What follows belongs to an exercise in optimizing a design on an open flow for small area; a production flow would make more cautious choices.
RTL that was checked went through simulation tests only; none was proved equivalent to the original.
Power and IR drop assume default switching activity.

==> job 8279 <==
## nmr_pulseprog_top
module nmr_pulseprog_top
(
	input	logic						pulseprog_clk,
	input	logic						arst_n,
	input	logic						param_req,
	output	logic						param_ack,
	input	nmr_seq_pkg::seq_param_t	seq_param,
	input	nmr_acq_pkg::acq_param_t	acq_param,
	input	nmr_acq_pkg::adc_word_t		adc_data,
	output	logic						tx_gate,
	output	logic						rx_en,
	output	logic						busy,
	output	logic						out_req,
	input	logic						out_ack,
	output	nmr_acq_pkg::iq_sample_t	out_data,
	output	logic						overrun
);
	logic						load;
	logic						run_start;
	logic [31:0]				pulse180, delay_sig, rx_delay, samples;
	logic						phase_cycle;
	nmr_acq_pkg::iq_word_t		dc_sub;
	nmr_acq_pkg::dec_fact_t		dec_fact;
	logic						sample_strobe, win_first, pair_valid, pair_first;
	nmr_acq_pkg::iq_word_t		mag;
	logic						odd;
	param_loader u_param_loader
	(
		.pulseprog_clk	(pulseprog_clk),
		.arst_n			(arst_n),
		.param_req		(param_req),
		.param_ack		(param_ack),
		.seq_param		(seq_param),
		.acq_param		(acq_param),
		.busy_in		(busy),
		.load			(load),
		.run_start		(run_start),
		.pulse180		(pulse180),
		.delay_sig		(delay_sig),
		.rx_delay		(rx_delay),
		.samples		(samples),
		.phase_cycle	(phase_cycle),
		.dc_sub			(dc_sub),
		.dec_fact		(dec_fact)
	);
  ...
Settings: LEC_CHECK=0, CAP_MARGIN=20, CORE_MARGIN=2, CORE_UTILIZATION=40, CTS_BUF_LIST=sky130_fd_sc_hd__clkbuf_16, CTS_CLUSTER_DIAMETER=100, CTS_CLUSTER_SIZE=25, PLACE_DENSITY=0.6, SLEW_MARGIN=20; clock period 10.0 ns.
run.sh (not shown) runs the stock make flow with config.mk's settings and CLKGATE_MAP_FILE= SYNTH_SCRIPT=/design/flow/synth_recipe.tcl, a recipe that flattens the netlist after the stock synthesis.
==> job 206 (differences from job 8279) <==
--- a/flow/design.v
+++ b/flow/design.v
@@ -100,47 +100,60 @@
 	input	logic [31:0]				delay_sig,
 	input	logic [31:0]				rx_delay,
 	input	logic [31:0]				samples,
 	output	logic						tx_gate,
 	output	logic						rx_en,
 	output	logic						busy,
 	output	logic						sample_strobe,	 
 	output	logic						win_first,		 
-	output	logic						pair_valid,		 
-	output	logic						pair_first		 
+	output	logic						pair_valid		 
 );
 	nmr_seq_pkg::seq_state_t	state;
 	logic [31:0]	v;			 
 	logic [31:0]	w;			 
 	logic [15:0]	e;			 
 	logic			in_p90, in_nosig, in_p180, in_sig;
+	logic			v_end, w_end;
 	logic			done;
 	logic			last_echo;
-	logic [31:0]	reload;
-	assign in_p90  = (state == nmr_seq_pkg::P90);
+	assign in_p90   = (state == nmr_seq_pkg::P90);
 	assign in_nosig = (state == nmr_seq_pkg::DLY_NOSIG);
-	assign in_p180 = (state == nmr_seq_pkg::P180);
-	assign in_sig  = (state == nmr_seq_pkg::DLY_SIG);
-	assign done      = &v;
-	assign last_echo = (e == 16'hfffe);
-	assign reload = in_p90  ? w :
-	                in_p180 ? ~delay_sig : ~pulse180;
+	assign in_p180  = (state == nmr_seq_pkg::P180);
+	assign in_sig   = (state == nmr_seq_pkg::DLY_SIG);
+	assign v_end     = ~|v;
+	assign w_end     = ~|w;
+	assign done      = in_nosig ? w_end : v_end;
+	assign last_echo = (e == 16'd1);
+	logic	w_open;		 
+	logic	w_start;
+	logic	window;
+	assign w_start = in_sig && !w_open && w_end && (|samples);
+	assign window  = w_start || (in_sig && w_open && !w_end);
+	logic	v_ds, v_p180, v_keep;
+	logic	w_rx, w_spe, w_keep;
+	assign v_ds   = busy && done && in_p180;
+	assign v_p180 = busy && done && !in_p180;
+	assign v_keep = !load && !(busy && done);
+	assign w_rx   = in_p180;
+	assign w_spe  = w_start;
+	assign w_keep = !load && !in_p180 && !w_start;
 	always_ff @(posedge pulseprog_clk)
 	begin
-		if (load)
-		begin
-			v <= ~pulse90_in;
-			e <= ~echoes_in;
-		end
-		else
-		begin
-			v <= ((busy && done) ? reload : v) + {31'd0, busy || run_start};
-			e <= e + {15'd0, in_sig && done};
-		end
+		v <= (({32{load}}   & pulse90_in)
+		    | ({32{v_ds}}   & delay_sig)
+		    | ({32{v_p180}} & pulse180)
+		    | ({32{v_keep}} & v))
+		   - {31'd0, busy || run_start};
+		w <= (({32{load}}   & delay_nosig_in)
+		    | ({32{w_rx}}   & rx_delay)
+		    | ({32{w_spe}}  & samples)
+		    | ({32{w_keep}} & w))
+		   - {31'd0, in_nosig || in_sig || (in_p90 && v_end)};
+		e <= (({16{load}} & echoes_in) | ({16{!load}} & e)) - {15'd0, in_sig && done};
 	end
 	always_ff @(posedge pulseprog_clk or negedge arst_n)
 	begin
 		if (!arst_n)
 			state <= nmr_seq_pkg::IDLE;
 		else if (state == nmr_seq_pkg::IDLE)
 		begin
 			if (run_start)
@@ -154,136 +167,104 @@
 				nmr_seq_pkg::P180:		state <= nmr_seq_pkg::DLY_SIG;
 				default:				state <= last_echo ? nmr_seq_pkg::IDLE : nmr_seq_pkg::P180;
 			endcase
 		end
 	end
 	assign tx_gate = in_p90 || in_p180;
 	assign rx_en   = in_sig;
 	assign busy    = (state != nmr_seq_pkg::IDLE);
-	logic	w_open;		 
-	logic	w_done;		 
-	logic	w_start;
-	logic	window;
-	logic	spe_nz;
-	assign spe_nz  = |samples;
-	assign w_start = in_sig && !w_open && !w_done && (w == 32'd0) && spe_nz;
-	assign window  = w_start || (in_sig && w_open && !(&w));
 	always_ff @(posedge pulseprog_clk)
 	begin
-		w <= (load ? ~delay_nosig_in : (in_nosig || in_p180) ? ~rx_delay : w_start ? ~samples : w)
-		   + {31'd0, in_nosig || in_p180 || in_sig};
+		if (!in_sig || w_end)
+			w_open <= w_start;
 	end
-	always_ff @(posedge pulseprog_clk or negedge arst_n)
-	begin
-		if (!arst_n)
-		begin
-			w_open <= 1'b0;
-			w_done <= 1'b0;
-		end
-		else if (!in_sig)
-		begin
-			w_open <= 1'b0;
-			w_done <= 1'b0;
-		end
-		else if (w_start)
-			w_open <= 1'b1;
-		else if (w_open && (&w))
-		begin
-			w_open <= 1'b0;
-			w_done <= 1'b1;
-		end
-	end
-	logic [6:0]	win_sr;
+	logic [5:0]	win_sr;
 	always_ff @(posedge pulseprog_clk or negedge arst_n)
 	begin
 		if (!arst_n)
 			win_sr <= '0;
 		else
-			win_sr <= {win_sr[5:0], window};
+			win_sr <= {win_sr[4:0], window};
 	end
 	assign sample_strobe = win_sr[4];
 	assign win_first     = win_sr[4] && !win_sr[5];
 	assign pair_valid    = win_sr[5];
-	assign pair_first    = win_sr[5] && !win_sr[6];
 endmodule
 module iq_demod
 (
 	input	logic						pulseprog_clk,
 	input	logic						arst_n,
 	input	logic						sample_strobe,
 	input	logic						win_first,		 
 	input	nmr_acq_pkg::adc_word_t		adc_data,
 	input	nmr_acq_pkg::iq_word_t		dc_sub,
 	input	logic						phase_cycle,	 
 	output	nmr_acq_pkg::iq_word_t		mag,			 
 	output	logic						odd				 
 );
-	nmr_acq_pkg::iq_word_t	s;			 
 	logic [1:0]				phase_k;	 
 	logic [1:0]				k_cur;		 
 	logic					neg;
-	assign s     = $signed({1'b0, adc_data}) - dc_sub;
 	assign k_cur = win_first ? 2'd0 : phase_k;
 	assign neg   = k_cur[1] ^ phase_cycle;	 
-	assign mag   = neg ? -s : s;			 
+	assign mag   = ({1'b0, adc_data} ^ {15{neg}}) + (dc_sub ^ {15{!neg}}) + 15'd1;
 	assign odd   = k_cur[0];
-	always_ff @(posedge pulseprog_clk or negedge arst_n)
+	always_ff @(posedge pulseprog_clk)
 	begin
-		if (!arst_n)
-			phase_k <= '0;
-		else if (sample_strobe)
+		if (sample_strobe)
 			phase_k <= k_cur + 2'd1;
 	end
 endmodule
 module iq_decimator
 (
 	input	logic						pulseprog_clk,
 	input	logic						arst_n,
 	input	nmr_acq_pkg::iq_word_t		mag,
 	input	logic						odd,
 	input	logic						sample_strobe,
 	input	logic						win_first,	 
 	input	logic						pair_valid,	 
-	input	logic						pair_first,	 
 	input	nmr_acq_pkg::dec_fact_t		dec_fact,
 	input	logic						run_start,	 
 	output	logic						out_req,
 	input	logic						out_ack,
 	output	nmr_acq_pkg::iq_sample_t	out_data,
 	output	logic						overrun
 );
 	nmr_acq_pkg::acc_t		acc_i, acc_q;
-	nmr_acq_pkg::acc_t		base_i, base_q;
 	nmr_acq_pkg::acc_t		sum;
 	nmr_acq_pkg::dec_fact_t	grp_cnt;
 	nmr_acq_pkg::dec_fact_t	nxt_cnt;
 	logic					grp_done;	 
 	logic					clr;
 	logic					pending;
-	assign nxt_cnt  = (pair_first ? 8'd0 : grp_cnt) + {7'd0, pair_valid};
+	assign nxt_cnt  = grp_cnt + {7'd0, pair_valid};
 	assign grp_done = pair_valid && (nxt_cnt == dec_fact);
 	assign pending  = out_req || out_ack;
+	logic	wr_i, wr_q;		 
+	logic	keep_i, keep_q;
 	assign clr    = win_first || grp_done;
-	assign base_i = clr ? nmr_acq_pkg::acc_t'(0) : acc_i;
-	assign base_q = clr ? nmr_acq_pkg::acc_t'(0) : acc_q;
-	assign sum    = (odd ? base_q : base_i) + nmr_acq_pkg::acc_t'(mag);
-	always_ff @(posedge pulseprog_clk or negedge arst_n)
+	assign wr_i   = sample_strobe && !odd;
+	assign wr_q   = sample_strobe &&  odd;
+	assign keep_i = !clr && !wr_i;
+	assign keep_q = !clr && !wr_q;
+	assign sum    = (({24{!clr && !odd}} & acc_i) | ({24{!clr && odd}} & acc_q))
+	              + nmr_acq_pkg::acc_t'(mag);
+	always_ff @(posedge pulseprog_clk)
 	begin
-		if (!arst_n)
-			grp_cnt <= '0;
-		else if (run_start || grp_done)
+		if (run_start || grp_done || win_first)
 			grp_cnt <= '0;
 		else
 			grp_cnt <= nxt_cnt;
 	end
 	always_ff @(posedge pulseprog_clk)
 	begin
-		acc_i <= (sample_strobe && !odd) ? sum : base_i;
-		acc_q <= (sample_strobe &&  odd) ? sum : base_q;
+		acc_i <= ({24{wr_i}} & sum) | ({24{keep_i}} & acc_i);
+		acc_q <= ({24{wr_q}} & sum) | ({24{keep_q}} & acc_q);
 	end
 	always_ff @(posedge pulseprog_clk or negedge arst_n)
 	begin
 		if (!arst_n)
 		begin
 			out_req <= 1'b0;
 			overrun <= 1'b0;
 		end
@@ -326,17 +307,17 @@
 	output	logic						overrun
 );
 	logic						load;
 	logic						run_start;
 	logic [31:0]				pulse180, delay_sig, rx_delay, samples;
 	logic						phase_cycle;
 	nmr_acq_pkg::iq_word_t		dc_sub;
 	nmr_acq_pkg::dec_fact_t		dec_fact;
-	logic						sample_strobe, win_first, pair_valid, pair_first;
+	logic						sample_strobe, win_first, pair_valid;
 	nmr_acq_pkg::iq_word_t		mag;
 	logic						odd;
 	param_loader u_param_loader
 	(
 		.pulseprog_clk	(pulseprog_clk),
 		.arst_n			(arst_n),
 		.param_req		(param_req),
 		.param_ack		(param_ack),
@@ -366,18 +347,17 @@
 		.delay_sig		(delay_sig),
 		.rx_delay		(rx_delay),
 		.samples		(samples),
 		.tx_gate		(tx_gate),
 		.rx_en			(rx_en),
 		.busy			(busy),
 		.sample_strobe	(sample_strobe),
 		.win_first		(win_first),
-		.pair_valid		(pair_valid),
-		.pair_first		(pair_first)
+		.pair_valid		(pair_valid)
 	);
 	iq_demod u_iq_demod
 	(
 		.pulseprog_clk	(pulseprog_clk),
 		.arst_n			(arst_n),
 		.sample_strobe	(sample_strobe),
 		.win_first		(win_first),
 		.adc_data		(adc_data),
@@ -390,17 +370,16 @@
 	(
 		.pulseprog_clk	(pulseprog_clk),
 		.arst_n			(arst_n),
 		.mag			(mag),
 		.odd			(odd),
 		.sample_strobe	(sample_strobe),
 		.win_first		(win_first),
 		.pair_valid		(pair_valid),
-		.pair_first		(pair_first),
 		.dec_fact		(dec_fact),
 		.run_start		(run_start),
 		.out_req		(out_req),
 		.out_ack		(out_ack),
 		.out_data		(out_data),
 		.overrun		(overrun)
 	);
 endmodule
==> flow/flow/run.sh (new file) <==
#!/bin/bash
# Own layout flow: the standard ORFS flow (standard.sh) with two changes.
#  1. ABC maps the combinational logic with an area-oriented script
#     (flow/abc_area.script, picked by ABC_AREA 1); registers are untouched.
#  2. Port buffers use sky130_fd_sc_hd__buf_1 rather than the flow's default
#     choice (clkdlybuf4s50_1); every port still gets its buffer.
# Each step's full output stays in orfs/logs/ (ORFS writes one log per step);
# make's own output goes to flow_make.log here.
set -euo pipefail
W=$(pwd)
rm -rf "$W/scripts"
cp -r "$FLOW_HOME/scripts" "$W/scripts"
cp "$W/flow/abc_area.script" "$W/scripts/abc_area.script"
export BUFFER_PORTS_ARGS="-buffer_cell sky130_fd_sc_hd__buf_1"
sed "s|make -C |make SCRIPTS_DIR=$W/scripts -C |" standard.sh > "$W/standard_own.sh"
bash "$W/standard_own.sh" finish > "$W/flow_make.log" 2>&1
==> flow/flow/abc_area.script (new file) <==
strash
&get -n
&fraig -x
&put
dc2
dc2
strash
dch -f
amap
topo
==> flow/standard.sh (new file) <==
#!/bin/bash
# synth_recipe.tcl (not shown) runs the flow's synth.tcl, then flattens the netlist and writes it again
# the make line also repeats each setting of config.mk as NAME=value (left out here)
make -C /OpenROAD-flow-scripts/flow DESIGN_CONFIG=/design/flow/config.mk WORK_HOME=/design/flow/orfs CLKGATE_MAP_FILE= SYNTH_SCRIPT=/design/flow/synth_recipe.tcl "${@:-finish}"
ABC_AREA = 1   (was not set)
CORE_UTILIZATION = 42   (was 40)
CTS_CLUSTER_SIZE = 28   (was 25)
PLACE_DENSITY = 0.65   (was 0.6)
removed: flow/run.sh
==> run notes <==
In job 206 the utilization is lower than in job 8279, by 0.66 points. Between job 206 and job 8279, the lower first-iteration DRC count is in job 206 (gap 18%, measured against job 8279). Sequential cell count: job 8279 is higher than job 206 (2). Against job 206, the power of job 8279 is larger by about 1%. Against job 206, the wire length of job 8279 is higher by about 43%. Of job 8279 and job 206, job 206 has the higher clock skew (gap 0.0078 ns).
Function not checked in job 8279: the RTL went through the layout flow alone.

[afterwards: timing with drivers on the ports]
The results above use ideal ports. As a check the final layouts listed here were re-extracted and re-timed, cells and wires unchanged. Step 1: set_driving_cell puts a clkbuf_16 on pulseprog_clk and a buf_2 on each other input, an assumption about the parent block. Step 2 times the ports against the registers' clock, not the clock port: input delays grow and output delays shrink by t, the midpoint of the rising clock arrivals with the driver on. a / b / c = ideal ports / drivers / drivers and shift; a / b = the first two.
run | t, ns | setup WS [ns] | clock arrival spread, ns
job 8279 | 0.579 | 2.597 / 2.620 / 2.041 | 0.015 / 0.016
job 206 | 0.555 | 1.113 / 1.113 / 1.113 | 0.024 / 0.024
After both steps every run listed still meets setup and hold. For job 8279, which loses most, drivers alone change the setup slack by +0.023 ns; drivers and shift together by -0.556 ns.
